Source: an optimization exercise on an open RTL-to-GDS flow (aim: small area, a short achievable clock period and few clock cycles per item). Production flows keep margins and buffers that such runs may drop.
Function was checked by simulation only, so behaviour that the tests miss may differ from the original.
Power is estimated from default activity; no workload was simulated.

--- flow/design.v ---
package arpc_pkg;
    localparam int TABLE_ENTRIES = 64;
    localparam int IDX_W         = 6;
    localparam logic [10:0] MIN_FRAME_LEN = 11'd28;
    localparam logic [15:0] HW_ETHERNET   = 16'h0001;
    localparam logic [15:0] PROTO_IPV4    = 16'h0800;
    localparam logic [15:0] OP_REQUEST    = 16'h0001;
    localparam logic [1:0] KIND_NONE  = 2'd0;
    localparam logic [1:0] KIND_REPLY = 2'd1;
    localparam logic [1:0] KIND_HIT   = 2'd2;
    localparam logic [1:0] KIND_MISS  = 2'd3;
endpackage
module arpc_table (
    input  logic              aclk,
    input  logic [63:0]       ip_we,
    input  logic [63:0]       mac_we,
    input  logic [31:0]       wr_ip,
    input  logic [47:0]       wr_mac,
    input  logic [63:0]       valid,
    input  logic [31:0]       key,
    output logic [63:0]       match,
    input  logic [63:0]       rd_sel,
    output logic [47:0]       rd_mac
);
    logic [63:0][31:0] ip_q;
    logic [63:0][47:0] mac_q;
    for (genvar j = 0; j < 64; j++) begin : g_ent
        always_ff @(posedge aclk) begin
            if (ip_we[j])  ip_q[j]  <= wr_ip;
            if (mac_we[j]) mac_q[j] <= wr_mac;
        end
        assign match[j] = valid[j] && (ip_q[j] == key);
    end
    always_comb begin
        rd_mac = '0;
        for (int j = 0; j < 64; j++) begin
            rd_mac = rd_mac | (mac_q[j] & {48{rd_sel[j]}});
        end
    end
endmodule
import arpc_pkg::*;
module arpc_ctrl (
    input  logic         aclk,
    input  logic         aresetn,
    input  logic         push,
    input  logic [1:0]   w_kind,
    input  logic         w_learned,
    input  logic [47:0]  w_mac,
    input  logic [47:0]  w_found,
    input  logic [47:0]  w_smac,
    input  logic [31:0]  w_ip,
    input  logic         m_ready,
    output logic         m_valid,
    output logic [178:0] m_data,
    output logic         skid_vld
);
    logic         hv, sv;
    logic [1:0]   s_kind;
    logic         s_learned;
    logic [47:0]  s_mac;
    logic [31:0]  s_ip;
    logic [178:0] h_q;
    logic [178:0] h_from_s, h_from_w;
    function automatic logic [178:0] expand(logic [1:0] kind, logic learned,
                                            logic [47:0] mac, logic [47:0] found,
                                            logic [31:0] ip);
        logic [47:0] dmac, tmac;
        logic [31:0] tip;
        dmac = (kind == KIND_REPLY) ? mac : (kind == KIND_MISS) ? 48'hFFFF_FFFF_FFFF : 48'd0;
        tmac = (kind == KIND_REPLY) ? mac : 48'd0;
        tip  = kind[0] ? ip : 32'd0;
        expand = {kind, dmac, tmac, tip, found, learned};
    endfunction
    assign h_from_s = expand(s_kind, s_learned, s_mac,
                             (s_kind == KIND_HIT) ? s_mac : 48'd0, s_ip);
    assign h_from_w = expand(w_kind, w_learned, w_smac, w_found, w_ip);
    logic h_free;
    assign h_free = !hv || m_ready;
    always_ff @(posedge aclk) begin
        if (!aresetn) begin
            hv <= 1'b0;
            sv <= 1'b0;
        end else if (h_free) begin
            if (sv) begin
                hv <= 1'b1;
                sv <= push;
            end else begin
                hv <= push;
            end
        end else if (push) begin
            sv <= 1'b1;
        end
    end
    always_ff @(posedge aclk) begin
        if (h_free) begin
            if (sv)        h_q <= h_from_s;
            else if (push) h_q <= h_from_w;
        end
        if (push) begin
            s_kind    <= w_kind;
            s_learned <= w_learned;
            s_mac     <= w_mac;
            s_ip      <= w_ip;
        end
    end
    assign m_valid  = hv;
    assign m_data   = h_q;
    assign skid_vld = sv;
endmodule
import arpc_pkg::*;
module arp_cache_responder_core (
    input  logic          aclk,
    input  logic          aresetn,
    input  logic          psel,
    input  logic          penable,
    input  logic          pwrite,
    input  logic [3:0]    paddr,
    input  logic [63:0]   pwdata,
    output logic [63:0]   prdata,
    output logic          pready,
    input  logic          s_valid,
    output logic          s_ready,
    input  logic [203:0]  s_data,
    output logic          m_valid,
    input  logic          m_ready,
    output logic [178:0]  m_data
);
    logic [47:0] own_mac;
    logic [31:0] own_ip;
    logic [47:0] prdata_q;
    always_ff @(posedge aclk) begin
        if (!aresetn) begin
            own_mac <= '0;
            own_ip  <= '0;
        end else if (psel && penable && pwrite) begin
            if (paddr[3]) own_ip  <= pwdata[31:0];
            else          own_mac <= pwdata[47:0];
        end
    end
    always_ff @(posedge aclk) begin
        prdata_q <= paddr[3] ? {16'd0, own_ip} : own_mac;
    end
    assign prdata = {16'd0, prdata_q};
    assign pready = 1'b1;
    logic        s_ready_q, skid_vld, adv, accept;
    logic        r1v, r2v;
    logic [5:0]  ins_pos, ins_pos_m1;
    logic        full;
    logic [63:0] p0, p1, valid;
    assign adv    = !skid_vld || m_ready;
    assign accept = s_valid && s_ready_q;
    for (genvar j = 0; j < 64; j++) begin : g_pos
        assign p0[j]    = (6'(j) == ins_pos);
        assign p1[j]    = (6'(j) == ins_pos_m1);
        assign valid[j] = full || (6'(j) < ins_pos);
    end
    logic        cmd;
    logic [10:0] frame_len;
    logic [15:0] hw_type, proto_type, arp_opcode;
    logic [47:0] sender_mac;
    logic [31:0] sender_ip, target_ip_in, query_ip;
    assign {cmd, frame_len, hw_type, proto_type, arp_opcode,
            sender_mac, sender_ip, target_ip_in, query_ip} = s_data;
    logic [31:0] key0;
    logic        pkt_ok, for_us, grat, learn0, reply0;
    logic [63:0] match0;
    assign key0   = cmd ? query_ip : sender_ip;
    assign pkt_ok = (frame_len >= MIN_FRAME_LEN) && (hw_type == HW_ETHERNET) &&
                    (proto_type == PROTO_IPV4);
    assign for_us = (target_ip_in == own_ip);
    assign grat   = (sender_ip == target_ip_in);
    assign learn0 = !cmd && pkt_ok && (for_us || grat);
    assign reply0 = learn0 && for_us && (arp_opcode == OP_REQUEST);
    logic        r1_lookup, r1_learn, r1_reply, r1_e1, r1_e2;
    logic [31:0] r1_key;
    logic [47:0] r1_smac;
    logic [63:0] r1_raw;
    logic        lw_ins;
    logic        r2_lookup, r2_learn, r2_reply, r2_hit, r2_ins;
    logic [31:0] r2_key;
    logic [47:0] r2_smac;
    logic [63:0] r2_m;
    logic        y_ins, x_ins, raw_y, raw_x, hit1, ins1;
    logic [63:0] ymask, xmask, m1;
    assign y_ins = r2v && r2_ins;
    assign x_ins = lw_ins;
    assign raw_y = r1_raw[ins_pos];
    assign raw_x = r1_raw[ins_pos_m1];
    assign hit1  = ((|r1_raw) && !(y_ins && raw_y) && !(x_ins && raw_x)) ||
                   (y_ins && r1_e1) || (x_ins && r1_e2);
    assign ins1  = r1_learn && !hit1;
    assign ymask = {64{y_ins}} & p0;
    assign xmask = {64{x_ins}} & p1;
    assign m1    = (ymask & {64{r1_e1}}) | (xmask & {64{r1_e2}}) |
                   (~ymask & ~xmask & r1_raw);
    logic [63:0] ip_we, mac_we, rd_sel;
    logic [47:0] rd_mac;
    logic        wr;
    assign wr     = adv && r2v;
    assign ip_we  = {64{wr && r2_ins}} & p0;
    assign mac_we = ({64{wr && r2_learn}} & r2_m) | ip_we;
    assign rd_sel = {64{r2_lookup}} & r2_m;
    arpc_table u_table (
        .aclk   (aclk),
        .ip_we  (ip_we),
        .mac_we (mac_we),
        .wr_ip  (r2_key),
        .wr_mac (r2_smac),
        .valid  (valid),
        .key    (key0),
        .match  (match0),
        .rd_sel (rd_sel),
        .rd_mac (rd_mac)
    );
    always_ff @(posedge aclk) begin
        if (!aresetn) begin
            r1v        <= 1'b0;
            r2v        <= 1'b0;
            lw_ins     <= 1'b0;
            ins_pos    <= '0;
            ins_pos_m1 <= 6'd63;
            full       <= 1'b0;
        end else if (adv) begin
            r1v    <= accept;
            r2v    <= r1v;
            lw_ins <= y_ins;
            if (y_ins) begin
                ins_pos    <= ins_pos + 1'b1;
                ins_pos_m1 <= ins_pos;
                if (ins_pos == 6'd63) full <= 1'b1;
            end
        end
    end
    always_ff @(posedge aclk) begin
        if (adv) begin
            r1_lookup <= cmd;
            r1_learn  <= learn0;
            r1_reply  <= reply0;
            r1_key    <= key0;
            r1_smac   <= sender_mac;
            r1_raw    <= match0;
            r1_e1     <= (key0 == r1_key);
            r1_e2     <= (key0 == r2_key);
            r2_lookup <= r1_lookup;
            r2_learn  <= r1_learn;
            r2_reply  <= r1_reply;
            r2_key    <= r1_key;
            r2_smac   <= r1_smac;
            r2_m      <= m1;
            r2_hit    <= hit1;
            r2_ins    <= ins1;
        end
    end
    logic [1:0]  w_kind;
    logic [47:0] w_mac;
    assign w_kind = r2_lookup ? (r2_hit ? KIND_HIT : KIND_MISS)
                              : (r2_reply ? KIND_REPLY : KIND_NONE);
    assign w_mac  = rd_mac | ({48{r2_reply}} & r2_smac);
    arpc_ctrl u_out (
        .aclk      (aclk),
        .aresetn   (aresetn),
        .push      (wr),
        .w_kind    (w_kind),
        .w_learned (r2_learn),
        .w_mac     (w_mac),
        .w_found   (rd_mac),
        .w_smac    (r2_smac),
        .w_ip      (r2_key),
        .m_ready   (m_ready),
        .m_valid   (m_valid),
        .m_data    (m_data),
        .skid_vld  (skid_vld)
    );
    logic sv_next;
    assign sv_next = (!m_valid || m_ready) ? (skid_vld && wr) : (skid_vld || wr);
    always_ff @(posedge aclk) begin
        if (!aresetn) s_ready_q <= 1'b1;
        else          s_ready_q <= !sv_next;
    end
    assign s_ready = s_ready_q;
endmodule
--- flow/flow/run.sh ---
#!/bin/bash
# The standard layout (standard.sh), with three layout choices of its own:
# port buffers are plain buf_4 cells instead of the delay-style buffer
# buffer_ports picks by default, the resizer may swap any cell for any other
# of the same function (not only same-footprint ones), and the global router
# reserves more of met1/met2 for pin access (flow/fastroute.tcl).
set -uo pipefail
bash standard.sh \
    "BUFFER_PORTS_ARGS=-buffer_cell sky130_fd_sc_hd__buf_4" \
    MATCH_CELL_FOOTPRINT=0 \
    "FASTROUTE_TCL=$PWD/flow/fastroute.tcl" \
    finish > flow_make.log 2>&1
status=$?
tail -20 flow_make.log
exit $status
--- flow/flow/fastroute.tcl ---
# Global-routing capacity per layer: the flop arrays make met1 and met2 dense
# with pin access, so the global router is told to leave more room there and
# send more of the wiring up to met3/met4.
set_global_routing_layer_adjustment met1 0.6
set_global_routing_layer_adjustment met2 0.4
set_global_routing_layer_adjustment met3-$::env(MAX_ROUTING_LAYER) 0.2

set_routing_layers -clock $::env(MIN_CLK_ROUTING_LAYER)-$::env(MAX_ROUTING_LAYER)
set_routing_layers -signal $::env(MIN_ROUTING_LAYER)-$::env(MAX_ROUTING_LAYER)
--- flow/standard.sh ---
#!/bin/bash
# synth_recipe.tcl (not shown) runs the flow's synth.tcl, then flattens the netlist and writes it again
# the make line also repeats each setting of config.mk as NAME=value (left out here)
make -C /OpenROAD-flow-scripts/flow DESIGN_CONFIG=/design/flow/config.mk WORK_HOME=/design/flow/orfs CLKGATE_MAP_FILE= SYNTH_SCRIPT=/design/flow/synth_recipe.tcl "${@:-finish}"
--- flow/config.mk ---
export PLATFORM = sky130hd
export DESIGN_NAME = arp_cache_responder_core
export DESIGN_NICKNAME = arp_cache_responder_core
export VERILOG_FILES = /design/flow/design.v
export SDC_FILE = /design/flow/constraint.sdc
export NUM_CORES = 4
export LEC_CHECK = 0
export ABC_CLOCK_PERIOD_IN_PS = 3000
export CAP_MARGIN = 20
export CORE_MARGIN = 2
export CORE_UTILIZATION = 50
export CTS_CLUSTER_DIAMETER = 80
export CTS_CLUSTER_SIZE = 24
export PLACE_DENSITY = 0.62
export SETUP_SLACK_MARGIN = 3.15
export SLEW_MARGIN = 20
--- flow/constraint.sdc ---
create_clock -name core_clock -period 6.0 [get_ports {aclk}]
set_input_delay 1.2000 -clock core_clock [delete_from_list [all_inputs] [get_ports {aclk}]]
set_output_delay 1.2000 -clock core_clock [all_outputs]
set_load 0.01 [all_outputs]
==> results of run 1 <==
==> power by group through the flow <==
stage               Combinational (mW)  Clock, mW  Sequential (mW)
CTS                               4.81       22.7             44.9
global placement                  4.26          0             45.9
detailed placement                4.31          0             45.9
floorplan                         1.66          0             46.2
==> per-stage QoR <==
step	instance area (um^2)	worst slack, ns	utilization [%]	hold slack (ns)
4_1_cts	263000	2.96	58.5	0.303
3_5_place_dp	243000	0.629	54.1	0.405
3_3_place_gp	243000	0.734	54.1	0.405
2_1_floorplan	226000	1.71	-	0.400
==> worst min-delay path by stage <==
stage	startpoint	to	slack, ns	cells past startpoint
CTS	s_data[116]	r1_smac[20]	0.30	1
detailed placement	r1_smac[13]	r2_smac[13]	0.40	0
global placement	r1_smac[14]	r2_smac[14]	0.41	0
floorplan	r1_lookup	r2_lookup	0.40	0
==> kinds of logic after synthesis <==
family | Yosys count
AO/OA/AOI/OAI | 2106
XOR/XNOR | 2177
adder cells (fa/ha/maj) | 3
buffers and inverters | 775
flip-flops | 5827
multiplexers | 112
other | 2
AND/OR/NAND/NOR | 2015
==> cell usage after synthesis (all sizes together), types with 4 or more instances <==
library cell     n  area [um^2]
dfxtp          147         2940
a22o           467         4090
nor3            44          220
o41ai           46          403
or2              4         25.0
nand4          444         2780
clkbuf         341         1280
o211ai          20          150
mux2            35          394
a21oi           33          165
o21a             4         30.0
inv             42          158
o221ai          80          701
edfxtp        5680       171000
nand3          411         2060
o22a             4         35.0
a2111oi         14          123
xnor2         1052         9210
o21ai          123          616
or4             61          458
mux2i           58          893
a31oi            4         25.0
nand2b          12         75.1
nor2           120          450
nor2b           30          188
mux4            19          428
a21o            66          495
a21boi          87          653
and3             9         56.3
nand2          515         1930
a211oi           7         52.6
o2111ai          9         78.8
nor4           341         2140
buf            391         2090
xor2          1125         9850
a221oi         431         3770
a22oi          690         5180
and2            16          100
==> routing by layer <==
| metal | overflow | GRT usage, % |
|---|---|---|
| met1 | 1 | 69.5 |
| met2 | 0 | 73.4 |
| met3 | 0 | 51.8 |
| met4 | 0 | 55.6 |
| met5 | 0 | 25.1 |
==> repair_timing <==
item	CTS
pin swaps	189
cloned	90
hold buffers	0
buffers inserted	581
endpoints found under the setup margin	5420
gates resized for setup	869
endpoints found under the hold margin	0
==> flow_metrics.py, run 1 <==
metrics = {
    "floorplanning": {
        "io_pins": 525,
        "rows": 246,
        "initial_core_util_pct": 50.2,
        "die_h_um": 675,
        "chipWidth_um": 675,
    },
    "placed_design": {
        "hpwl_mm": 531,
        "dp_cells": 19500,
        "gp_congestion": 0.985,
        "io_buffers": 486,
    },
    "run_status": {
        "lastStage": "5_1_grt",
        "error_line": "[ERROR GRT-0232] Routing congestion too high. Check the congestion heatmap in the GUI.",
        "outcome": "aborted with a tool error",
    },
    "yosys": {
        "synth_top_family_by_area": "XOR/XNOR gates",
        "netlist_area_mm2": 0.225,
        "synth-adder-area-share_pct": 0.0167,
        "yosys.area_share.simple_pct": 4.68,
        "netlist_instances": 13000,
        "avgSynthCellArea_um2": 17.3,
        "synth_compound_area_share_pct": 7.44,
        "synth_xor_area_share_pct": 8.47,
        "netlist-cell-type-count": 64,
        "async_flop_share_pct": 0,
        "synth-seq-cells": 5827,
        "yosysSeqAreaShare_pct": 77.1,
        "synth_flop_cell": "edfxtp_1",
        "synthMuxAreaShare_pct": 0.762,
        "yosysWarningCount": 3,
        "synth_edf_count": 5680,
    },
    "clock_tree": {
        "root_buffer": "clkbuf_16",
        "cts_buffers": 296,
        "htree_levels": 5,
        "cts_sinks": 5827,
        "max-clock-path-buffers": 4,
    },
    "global_route": {
        "grt_max_degree": 180,
        "grt.total_usage_pct": 61.2,
        "grt-ovfl-total": 1,
    },
}
Testbench counts, summed over its fixed seeds: cycles 5,624, items 5,600.
==> inputs of run 2 (changes only) <==
--- a/flow/design.v
+++ b/flow/design.v
@@ -45,67 +45,32 @@
     input  logic         push,
     input  logic [1:0]   w_kind,
     input  logic         w_learned,
-    input  logic [47:0]  w_mac,
     input  logic [47:0]  w_found,
     input  logic [47:0]  w_smac,
     input  logic [31:0]  w_ip,
     input  logic         m_ready,
     output logic         m_valid,
     output logic [178:0] m_data,
-    output logic         skid_vld
+    output logic         adv
 );
-    logic         hv, sv;
-    logic [1:0]   s_kind;
-    logic         s_learned;
-    logic [47:0]  s_mac;
-    logic [31:0]  s_ip;
+    logic         hv;
     logic [178:0] h_q;
-    logic [178:0] h_from_s, h_from_w;
-    function automatic logic [178:0] expand(logic [1:0] kind, logic learned,
-                                            logic [47:0] mac, logic [47:0] found,
-                                            logic [31:0] ip);
-        logic [47:0] dmac, tmac;
-        logic [31:0] tip;
-        dmac = (kind == KIND_REPLY) ? mac : (kind == KIND_MISS) ? 48'hFFFF_FFFF_FFFF : 48'd0;
-        tmac = (kind == KIND_REPLY) ? mac : 48'd0;
-        tip  = kind[0] ? ip : 32'd0;
-        expand = {kind, dmac, tmac, tip, found, learned};
-    endfunction
-    assign h_from_s = expand(s_kind, s_learned, s_mac,
-                             (s_kind == KIND_HIT) ? s_mac : 48'd0, s_ip);
-    assign h_from_w = expand(w_kind, w_learned, w_smac, w_found, w_ip);
-    logic h_free;
-    assign h_free = !hv || m_ready;
-    always_ff @(posedge aclk) begin
-        if (!aresetn) begin
-            hv <= 1'b0;
-            sv <= 1'b0;
-        end else if (h_free) begin
-            if (sv) begin
-                hv <= 1'b1;
-                sv <= push;
-            end else begin
-                hv <= push;
-            end
-        end else if (push) begin
-            sv <= 1'b1;
-        end
-    end
-    always_ff @(posedge aclk) begin
-        if (h_free) begin
-            if (sv)        h_q <= h_from_s;
-            else if (push) h_q <= h_from_w;
-        end
-        if (push) begin
-            s_kind    <= w_kind;
-            s_learned <= w_learned;
-            s_mac     <= w_mac;
-            s_ip      <= w_ip;
-        end
-    end
-    assign m_valid  = hv;
-    assign m_data   = h_q;
-    assign skid_vld = sv;
+    logic [47:0]  dmac, tmac;
+    logic [31:0]  tip;
+    assign adv  = !hv || m_ready;
+    assign dmac = (w_kind == KIND_REPLY) ? w_smac :
+                  (w_kind == KIND_MISS)  ? 48'hFFFF_FFFF_FFFF : 48'd0;
+    assign tmac = (w_kind == KIND_REPLY) ? w_smac : 48'd0;
+    assign tip  = w_kind[0] ? w_ip : 32'd0;
+    always_ff @(posedge aclk) begin
+        if (!aresetn)  hv <= 1'b0;
+        else if (adv)  hv <= push;
+    end
+    always_ff @(posedge aclk) begin
+        if (adv && push) h_q <= {w_kind, dmac, tmac, tip, w_found, w_learned};
+    end
+    assign m_valid = hv;
+    assign m_data  = h_q;
 endmodule
 import arpc_pkg::*;
 module arp_cache_responder_core (
@@ -142,13 +107,12 @@
     end
     assign prdata = {16'd0, prdata_q};
     assign pready = 1'b1;
-    logic        s_ready_q, skid_vld, adv, accept;
+    logic        adv, accept;
     logic        r1v, r2v;
     logic [5:0]  ins_pos, ins_pos_m1;
     logic        full;
     logic [63:0] p0, p1, valid;
-    assign adv    = !skid_vld || m_ready;
-    assign accept = s_valid && s_ready_q;
+    assign accept = s_valid && adv;
     for (genvar j = 0; j < 64; j++) begin : g_pos
         assign p0[j]    = (6'(j) == ins_pos);
         assign p1[j]    = (6'(j) == ins_pos_m1);
@@ -193,13 +157,12 @@
     assign xmask = {64{x_ins}} & p1;
     assign m1    = (ymask & {64{r1_e1}}) | (xmask & {64{r1_e2}}) |
                    (~ymask & ~xmask & r1_raw);
-    logic [63:0] ip_we, mac_we, rd_sel;
+    logic [63:0] ip_we, mac_we;
     logic [47:0] rd_mac;
     logic        wr;
     assign wr     = adv && r2v;
     assign ip_we  = {64{wr && r2_ins}} & p0;
     assign mac_we = ({64{wr && r2_learn}} & r2_m) | ip_we;
-    assign rd_sel = {64{r2_lookup}} & r2_m;
     arpc_table u_table (
         .aclk   (aclk),
         .ip_we  (ip_we),
@@ -209,7 +172,7 @@
         .valid  (valid),
         .key    (key0),
         .match  (match0),
-        .rd_sel (rd_sel),
+        .rd_sel (r2_m),
         .rd_mac (rd_mac)
     );
     always_ff @(posedge aclk) begin
@@ -252,30 +215,21 @@
         end
     end
     logic [1:0]  w_kind;
-    logic [47:0] w_mac;
     assign w_kind = r2_lookup ? (r2_hit ? KIND_HIT : KIND_MISS)
                               : (r2_reply ? KIND_REPLY : KIND_NONE);
-    assign w_mac  = rd_mac | ({48{r2_reply}} & r2_smac);
     arpc_ctrl u_out (
         .aclk      (aclk),
         .aresetn   (aresetn),
-        .push      (wr),
+        .push      (r2v),
         .w_kind    (w_kind),
         .w_learned (r2_learn),
-        .w_mac     (w_mac),
-        .w_found   (rd_mac),
+        .w_found   (rd_mac & {48{r2_lookup}}),
         .w_smac    (r2_smac),
         .w_ip      (r2_key),
         .m_ready   (m_ready),
         .m_valid   (m_valid),
         .m_data    (m_data),
-        .skid_vld  (skid_vld)
+        .adv       (adv)
     );
-    logic sv_next;
-    assign sv_next = (!m_valid || m_ready) ? (skid_vld && wr) : (skid_vld || wr);
-    always_ff @(posedge aclk) begin
-        if (!aresetn) s_ready_q <= 1'b1;
-        else          s_ready_q <= !sv_next;
-    end
-    assign s_ready = s_ready_q;
+    assign s_ready = adv;
 endmodule
==> flow/flow/run.sh (replaced) <==
#!/bin/bash
# The standard layout (standard.sh), with two layout choices of its own:
# port buffers are plain buf_4 cells instead of the delay-style buffer
# buffer_ports picks by default, and the resizer may swap any cell for any
# other of the same function (not only same-footprint ones).
set -uo pipefail
bash standard.sh \
    "BUFFER_PORTS_ARGS=-buffer_cell sky130_fd_sc_hd__buf_4" \
    MATCH_CELL_FOOTPRINT=0 \
    finish > flow_make.log 2>&1
status=$?
tail -20 flow_make.log
exit $status
--- a/flow/config.mk
+++ b/flow/config.mk
@@ -7,10 +7,12 @@
 export LEC_CHECK = 0
 export ABC_CLOCK_PERIOD_IN_PS = 3000
 export CAP_MARGIN = 20
+export CELL_PAD_IN_SITES_DETAIL_PLACEMENT = 1
+export CELL_PAD_IN_SITES_GLOBAL_PLACEMENT = 1
 export CORE_MARGIN = 2
-export CORE_UTILIZATION = 50
+export CORE_UTILIZATION = 45
 export CTS_CLUSTER_DIAMETER = 80
 export CTS_CLUSTER_SIZE = 24
-export PLACE_DENSITY = 0.62
-export SETUP_SLACK_MARGIN = 3.15
+export PLACE_DENSITY = 0.58
+export SETUP_SLACK_MARGIN = 3.1
 export SLEW_MARGIN = 20
removed: flow/flow/fastroute.tcl
==> run 2 against run 1 <==
  * The run now finishes clean
  * Synthesized cell count decreased by 4.2%
  * Area after synthesis decreased by 2.0%
==> flow_metrics.py, run 2 <==
metrics = {
    "floorplanning": {
        "chipWidth_um": 704,
        "die_h_um": 704,
        "io_pins": 525,
        "rows": 257,
        "die_area_mm2": 0.496,
        "core_mm2": 0.489,
        "initial_core_util_pct": 45.1,
    },
    "clock_tree": {
        "cts-hold-fix-buffers": 0,
        "root_buffer": "clkbuf_16",
        "cts_buffers": 301,
        "max-clock-path-buffers": 4,
        "htree_levels": 5,
        "cts_tree": "built",
        "cts_sinks": 5742,
        "clock_latency_ns": 1.07,
        "clkTransAtPathRegs_ns": 0.09,
    },
    "cells_and_area": {
        "largest_reg_flops": 3072,
        "layout_common_cells": "edfxtp_1, buf_4, xor2_1",
        "top_register": "u_table.mac_q",
        "reg_top3": "u_table.mac_q: 3072 flops, u_table.ip_q: 2048 flops, u_out.h_q: 179 flops",
        "layout.cells.most_common": "edfxtp_1",
        "area_delta_synth_final_pct": 15.8,
        "fin_nets": 14100,
        "drive_gt1_share_pct": 18.2,
    },
    "sta": {
        "slew_viol_final": 0,
        "holdWs_ns": 0.313,
        "finalClockSkew_ns": 0.0723,
        "tns_ns": 0,
        "timing.final.hold_violations": 0,
        "worstMarginPinSlew_ns": 1.29,
        "layout_min_cycle_time_ns": 3.18,
        "period_share_pct": 53.0,
        "slew_headroom_pct": 13.9,
        "setup_viol": 0,
        "max_freq_ghz": 0.315,
        "rsz0062_at_grt": "yes",
    },
    "yosys": {
        "yosysMostFrequentCell": "edfxtp_1",
        "yosysWarningCount": 3,
        "synth_edf_count": 5597,
        "synth_top_cell_by_area": "edfxtp_1",
        "async_flop_share_pct": 0,
        "netlist_instances": 12500,
        "yosysSeqAreaShare_pct": 77.5,
        "yosysTopAreaCellShare_pct": 76.1,
        "synth_flop_cell": "edfxtp_1",
        "synth.area.top_cells": "edfxtp_1, xor2_1, xnor2_1",
        "avgSynthCellArea_um2": 17.7,
        "yosys-top-cells-count": "edfxtp_1, xor2_1, xnor2_1",
        "netlist_area_mm2": 0.221,
        "netlist-cell-type-count": 59,
        "synth-seq-cells": 5742,
    },
    "global_route": {
        "grt_pass1_wl_mm": 1330,
        "grt.total_usage_pct": 40.5,
        "antenna_found_initial": 90,
        "grt_max_degree": 115,
        "grt-ovfl-total": 0,
        "grt_pass1_vias": 136000,
    },
    "critical_path": {
        "crit_fanout": 49,
        "crit_required_ns": 6.75,
        "reg2reg_from": "r2_m[38]",
        "critPathKind": "register to register",
        "crit_path_start": "r2_m[38]",
        "start_kind": "register",
        "cp.arrival_ns": 3.93,
        "endpoint_kind": "register",
    },
    "job": {
        "cap_violations": 0,
    },
    "power": {
        "powerDensity_mw_per_mm2": 296,
        "leakagePower_nw": 82.1,
        "ir_worst_vdd_uv": 237,
    },
    "drt": {
        "ant_nets": 0,
        "route.detailed.drc": 0,
        "first_pass_iters": 6,
        "vias": 143000,
        "wl_mm": 1040,
        "drt_iter0_drc": 25300,
        "avgRoutedWirePerCell_um": 50.7,
        "via_per_inst": 6.99,
    },
    "worst_hold_path": {
        "min_path_type": "primary input to register",
        "worstHoldStart": "s_data[122]",
    },
    "placed_design": {
        "io_buffers": 486,
        "gp_congestion": 0.881,
        "hpwl_mm": 544,
    },
    "run_status": {
        "outcome": "complete, no violations",
    },
}
## run 2: changes by cell type after synthesis, sizes merged, moves of 45 or more
| cell | previous run | this run |
|---|---|---|
| inv | 42 | 90 |
| nand3 | 411 | 208 |
| nand4 | 444 | 489 |
| a22oi | 690 | 491 |
| a221oi | 431 | 528 |
| a22o | 467 | 528 |
| o31a | 1 | 48 |
| o41ai | 46 | 0 |
| nand2 | 515 | 363 |
| edfxtp | 5680 | 5597 |
| o21ai | 123 | 23 |
## run 2: power by group
group | switching [mW] | internal, mW | leakage, nW
sequential | 0.219 | 44.5 | 52.2
clock | 13.6 | 10.2 | 4.39
combinational | 5.31 | 2.04 | 25.6
total | 19.1 | 56.7 | 82.1
## run 2: kinds of logic after synthesis
group                      count (synthesis)  share of synthesized area, %
muxes                                    101                         0.767
AOI/OAI and AO/OA                       1967                          7.34
other                                      2                       0.00340
adders and majority gates                  3                        0.0170
DFF                                     5742                          77.5
and+or+nand+nor                         1704                          4.21
buffers and inverters                    777                          1.57
xor gates and xnor gates                2175                          8.63
## run 2: timing repair
item,in CTS,in global routing
endpoints found under the setup margin,5427,1356
gates resized for setup,310,198
gates cloned,55,15
pin swaps,35,47
setup buffers,356,114
## run 2: path summary, 6_finish.rpt
path,endpoint,slack (ns),cells after the start
hold reg to reg,r2_smac[12],0.41,0
hold / removal,r1_smac[26],0.31,1
setup reg to reg,u_out.h_q[38],2.82,6
setup / recovery,u_out.h_q[38],2.82,6
## run 2: layout make-up
type,count,area [um^2]
tap,6475,8100
multi-input combinational,5997,48900
timing repair buffer,1716,18100
inverter,90,358
sequential,5742,171000
antenna,51,128
clock inverter,102,1180
clock buffer,332,7860
fill,44100,233000
## run 2: layer usage
layer | global-route usage [%] | vias to the layer above | wire length [um]
met5 | 0 | - | 427
met4 | 22.4 | 60 | 74200
met3 | 8.85 | 2834 | 121000
met2 | 64.5 | 11300 | 479000
met1 | 51.8 | 77000 | 365000
li1 | - | 52200 | -
## run 2: critical path, cell delays in order (launching register included)
cell,delay (ns)
edfxtp_1,0.43
buf_12,0.20
a22o_1,0.42
a221oi_1,0.25
nand3_1,0.24
or4_1,0.56
o31a_4,0.47
## run 2: through the flow
| step | setup WS, ns | util [%] | cells | power (mW) | cell area, um^2 |
|---|---|---|---|---|---|
| 3_3_place_gp | 0.627 | 48.7 | 19500 | 52.0 | 238000 |
| 2_1_floorplan | 1.92 | - | 12500 | 48.3 | 221000 |
| 6_report | 2.82 | 52.3 | 20500 | 75.8 | 256000 |
| 4_1_cts | 2.85 | 51.8 | 20300 | 75.3 | 253000 |
| 5_1_grt | 2.87 | 52.2 | 20500 | 76.9 | 256000 |
| 3_5_place_dp | 0.596 | 48.7 | 19500 | 52.1 | 238000 |
Testbench counts of run 2, summed over its fixed seeds: cycles 5,624, items 5,600.
==> inputs of run 3 (changes only) <==
--- a/flow/design.v
+++ b/flow/design.v
@@ -51,9 +51,11 @@
     input  logic         m_ready,
     output logic         m_valid,
     output logic [178:0] m_data,
-    output logic         adv
+    output logic         adv,
+    output logic         in_rdy
 );
     logic         hv;
+    logic         h_empty;
     logic [178:0] h_q;
     logic [47:0]  dmac, tmac;
     logic [31:0]  tip;
@@ -63,9 +65,15 @@
     assign tmac = (w_kind == KIND_REPLY) ? w_smac : 48'd0;
     assign tip  = w_kind[0] ? w_ip : 32'd0;
     always_ff @(posedge aclk) begin
-        if (!aresetn)  hv <= 1'b0;
-        else if (adv)  hv <= push;
-    end
+        if (!aresetn) begin
+            hv      <= 1'b0;
+            h_empty <= 1'b1;
+        end else if (adv) begin
+            hv      <= push;
+            h_empty <= !push;
+        end
+    end
+    assign in_rdy = h_empty || m_ready;
     always_ff @(posedge aclk) begin
         if (adv && push) h_q <= {w_kind, dmac, tmac, tip, w_found, w_learned};
     end
@@ -229,7 +237,7 @@
         .m_ready   (m_ready),
         .m_valid   (m_valid),
         .m_data    (m_data),
-        .adv       (adv)
+        .adv       (adv),
+        .in_rdy    (s_ready)
     );
-    assign s_ready = adv;
 endmodule
==> flow/flow/run.sh (replaced) <==
#!/bin/bash
# The standard layout (standard.sh), with layout choices of its own:
# port buffers are plain buf_4 cells instead of the delay-style buffer
# buffer_ports picks by default, the resizer may swap any cell for any other
# of the same function (not only same-footprint ones), and antenna diodes are
# added with a margin after global routing (flow/antenna.tcl).
set -uo pipefail
bash standard.sh \
    "BUFFER_PORTS_ARGS=-buffer_cell sky130_fd_sc_hd__buf_4" \
    MATCH_CELL_FOOTPRINT=0 \
    "POST_GLOBAL_ROUTE_TCL=$PWD/flow/antenna.tcl" \
    finish > flow_make.log 2>&1
status=$?
tail -20 flow_make.log
exit $status
==> flow/flow/antenna.tcl (new file) <==
# Run after global routing (POST_GLOBAL_ROUTE_TCL): add antenna diodes with a
# ratio margin, so that the detailed routes rarely need the post-route
# antenna repair, which routes the whole design a second time.
repair_antennas -ratio_margin 50 -iterations 2 -diode_only
check_placement -verbose
check_antennas -report_file $::env(REPORTS_DIR)/grt_antennas_margin.log
write_guides $::env(RESULTS_DIR)/route.guide
==> run 3 against run 2 <==
  * Still clean
  * Global-route usage down 0.16 points
  * Die area barely moved
  * Clock skew increased by 0.0058 ns
  * Via count grew 0.60%
  * First-iteration DRC count is 0.16% higher
  * Non-clock buffer count grew 49
  * Maximum frequency down 4.9%
  * Sequential share of layout area decreased by 0.88 points
  * Routed wire length decreased by 0.58%
  * Largest cell class unchanged
==> flow_metrics.py, run 3 <==
metrics = {
    "yosys": {
        "synth-seq-cells": 5743,
        "synth_flop_cell": "edfxtp_1",
        "yosysTopAreaCellShare_pct": 76.2,
        "netlist-cell-type-count": 56,
        "synth.area.top_cells": "edfxtp_1, xnor2_1, xor2_1",
        "yosysMostFrequentCell": "edfxtp_1",
        "synth_edf_count": 5597,
        "yosysSeqAreaShare_pct": 77.5,
        "yosysWarningCount": 3,
        "netlist_area_mm2": 0.221,
        "avgSynthCellArea_um2": 17.6,
        "synth_top_cell_by_area": "edfxtp_1",
        "netlist_instances": 12500,
        "async_flop_share_pct": 0,
        "yosys-top-cells-count": "edfxtp_1, xnor2_1, xor2_1",
    },
    "sta": {
        "finalClockSkew_ns": 0.0781,
        "holdWs_ns": 0.334,
        "tns_ns": 0,
        "setup_viol": 0,
        "timing.final.hold_violations": 0,
        "slew_viol_final": 0,
        "period_share_pct": 55.7,
        "max_freq_ghz": 0.299,
        "layout_min_cycle_time_ns": 3.34,
        "slew_headroom_pct": 3.24,
        "worstMarginPinSlew_ns": 1.45,
    },
    "placed_design": {
        "io_buffers": 486,
        "place_area_mm2": 0.239,
        "gp_congestion": 0.891,
        "hpwl_mm": 559,
    },
    "power": {
        "combPwrFrac_pct": 10.0,
        "switching_share_pct": 25.4,
        "p_int_mw": 56.6,
        "powerDensity_mw_per_mm2": 293,
        "leakagePower_nw": 81.8,
        "ir_worst_vdd_uv": 250,
        "p_switching_mw": 19.3,
        "power_mw": 75.9,
        "clockPowerShare_pct": 31.1,
        "pwr-share-seq_pct": 58.9,
    },
    "clock_tree": {
        "clkTransAtPathRegs_ns": 0.11,
        "cts_buffers": 301,
        "cts-hold-fix-buffers": 0,
        "clock_latency_ns": 1.06,
        "cts_resized": 234,
        "max-clock-path-buffers": 4,
        "cts_tree": "built",
        "htree_levels": 5,
        "post-cts-setup-buffer-count": 334,
        "cts_sinks": 5743,
        "root_buffer": "clkbuf_16",
    },
    "floorplanning": {
        "die_h_um": 704,
        "die_area_mm2": 0.496,
        "core_mm2": 0.489,
        "io_pins": 525,
        "chipWidth_um": 704,
        "initial_core_util_pct": 45.1,
        "rows": 257,
    },
    "drt": {
        "avgRoutedWirePerCell_um": 47.2,
        "vias": 144000,
        "first_pass_iters": 10,
        "route.detailed.drc": 0,
        "wl_mm": 1030,
        "ant_nets": 0,
        "via_per_inst": 6.58,
        "drt_iter0_drc": 25400,
    },
    "global_route": {
        "grt-ovfl-total": 0,
        "grt_pass1_wl_mm": 1330,
        "antenna_found_initial": 95,
        "grt_max_degree": 108,
        "grt.total_usage_pct": 40.3,
        "grt_pass1_vias": 136000,
    },
    "critical_path": {
        "cpPeakStageDelay_ns": 0.92,
        "crit_chain": "buf_4, buf_4, a22oi_1, nand4_1, nor3_1, a21boi_1",
        "endpoint_kind": "register",
        "cp_common_cell": "buf_4",
        "crit_fanout": 12,
        "path_delay_family": "compound AO/OA/AOI/OAI gates",
        "slowest_stage": "edfxtp_1",
        "crit_required_ns": 6.67,
        "start_kind": "register",
        "path_buf_inv": 2,
        "critPathKind": "register to register",
        "cp.arrival_ns": 4.01,
    },
    "cells_and_area": {
        "final_util_pct": 53.0,
        "final_area_mm2": 0.259,
        "largest_reg_flops": 3072,
        "fillers": 44900,
        "layout.cells.most_common": "edfxtp_1",
        "drive_gt1_share_pct": 18.4,
        "layout_common_cells": "edfxtp_1, buf_4, xnor2_1",
        "area_delta_synth_final_pct": 17.4,
        "reg_top3": "u_table.mac_q: 3072 flops, u_table.ip_q: 2048 flops, u_out.h_q: 179 flops",
        "top_register": "u_table.mac_q",
        "fin_nets": 14200,
    },
    "run_status": {
        "outcome": "complete, no violations",
    },
    "worst_hold_path": {
        "min_path_type": "primary input to register",
    },
    "job": {
        "cap_violations": 0,
    },
}
-- run 3: cell count changes after synthesis, moves of 96 or more --
cell	before	now
a221oi_1	528	432
a22oi_1	491	686
xnor2_1	1072	1180
a22o_1	528	432
xor2_1	1103	999
nand3_1	208	110
-- run 3: cells by family after synthesis --
logic type	synth area share (%)
flops	77.5
xor+xnor	8.65
compound gates	7.12
mux	0.790
fa+ha+maj	0.0170
other cells	0.00340
buf+inv	1.58
simple gates	4.37
-- run 3: routing by layer --
layer | wire [um] | global-route usage [%] | up-vias
li1 | - | - | 54300
met1 | 373000 | 52.1 | 76400
met2 | 474000 | 63.5 | 11100
met3 | 116000 | 8.49 | 2472
met4 | 70400 | 23.2 | 14
met5 | 154 | 0.346 | -
-- run 3: final cells by class --
class | instances | area [um^2] | share of cell area (%)
sequential | 5743 | 171000 | 66.0
multi-input combinational | 6052 | 48800 | 18.8
timing repair buffer | 1765 | 18400 | 7.11
tap | 6475 | 8100 | 3.13
clock buffer | 335 | 7810 | 3.02
antenna | 1355 | 3390 | 1.31
clock inverter | 93 | 1160 | 0.447
inverter | 89 | 364 | 0.141
timing repair inverter | 1 | 11.3 | 0.00435
-- run 3: power by group through the flow --
stage                     registers [mW]  logic (mW)  clock network, mW
after floorplan                     45.9        2.46                  0
after global placement              45.6        6.57                  0
after detailed placement            45.6        6.67                  0
after CTS                           44.6        7.08               23.6
final                               44.7        7.60               23.6
-- run 3: path summary, 6_finish.rpt --
kind / start / endpoint / slack, ns / cells after the start
max: r2_m[56] / u_out.h_q[23] / 2.66 / 6
min: s_data[119] / r1_smac[23] / 0.33 / 1
max reg2reg: r2_m[56] / u_out.h_q[23] / 2.66 / 6
min reg2reg: r1_reply / r2_reply / 0.40 / 0
-- run 3: metrics by stage --
stage,cells,setup slack [ns]
CTS,20400,2.79
finish,21900,2.66
global placement,19600,0.575
floorplan,12500,1.86
detailed placement,19600,0.608
Testbench counts of run 3, summed over its fixed seeds: cycles 5,624, items 5,600.

==> separate check: timing with driven ports <==
The results above use ideal ports. As a check the final layouts listed here were re-extracted and re-timed, cells and wires unchanged. Step 1: set_driving_cell puts a clkbuf_16 on aclk and a buf_2 on each other input, an assumption about the parent block. Step 2, shift: input delay + t, output delay - t, t = (earliest + latest rising clock arrival at the registers) / 2. This alone moves slack from input paths to output paths. Slacks: no drivers / after step 1 / after step 2; pairs: no drivers / after step 1.
run	t (ns)	setup WS [ns]	latest minus earliest clock arrival (ns)	slew at the worst register clock pin (ns)	worst slew at a driven data input, ns
run 2	1.163	2.822 / 2.765 / 1.766	0.075 / 0.075	0.11 / 0.11	0.27
run 3	1.144	2.658 / 2.593 / 1.813	0.092 / 0.092	0.11 / 0.11	0.21
After both steps every run listed still meets setup and hold. For run 2, which loses most, drivers alone change the setup slack by -0.057 ns; drivers and shift together by -1.056 ns.
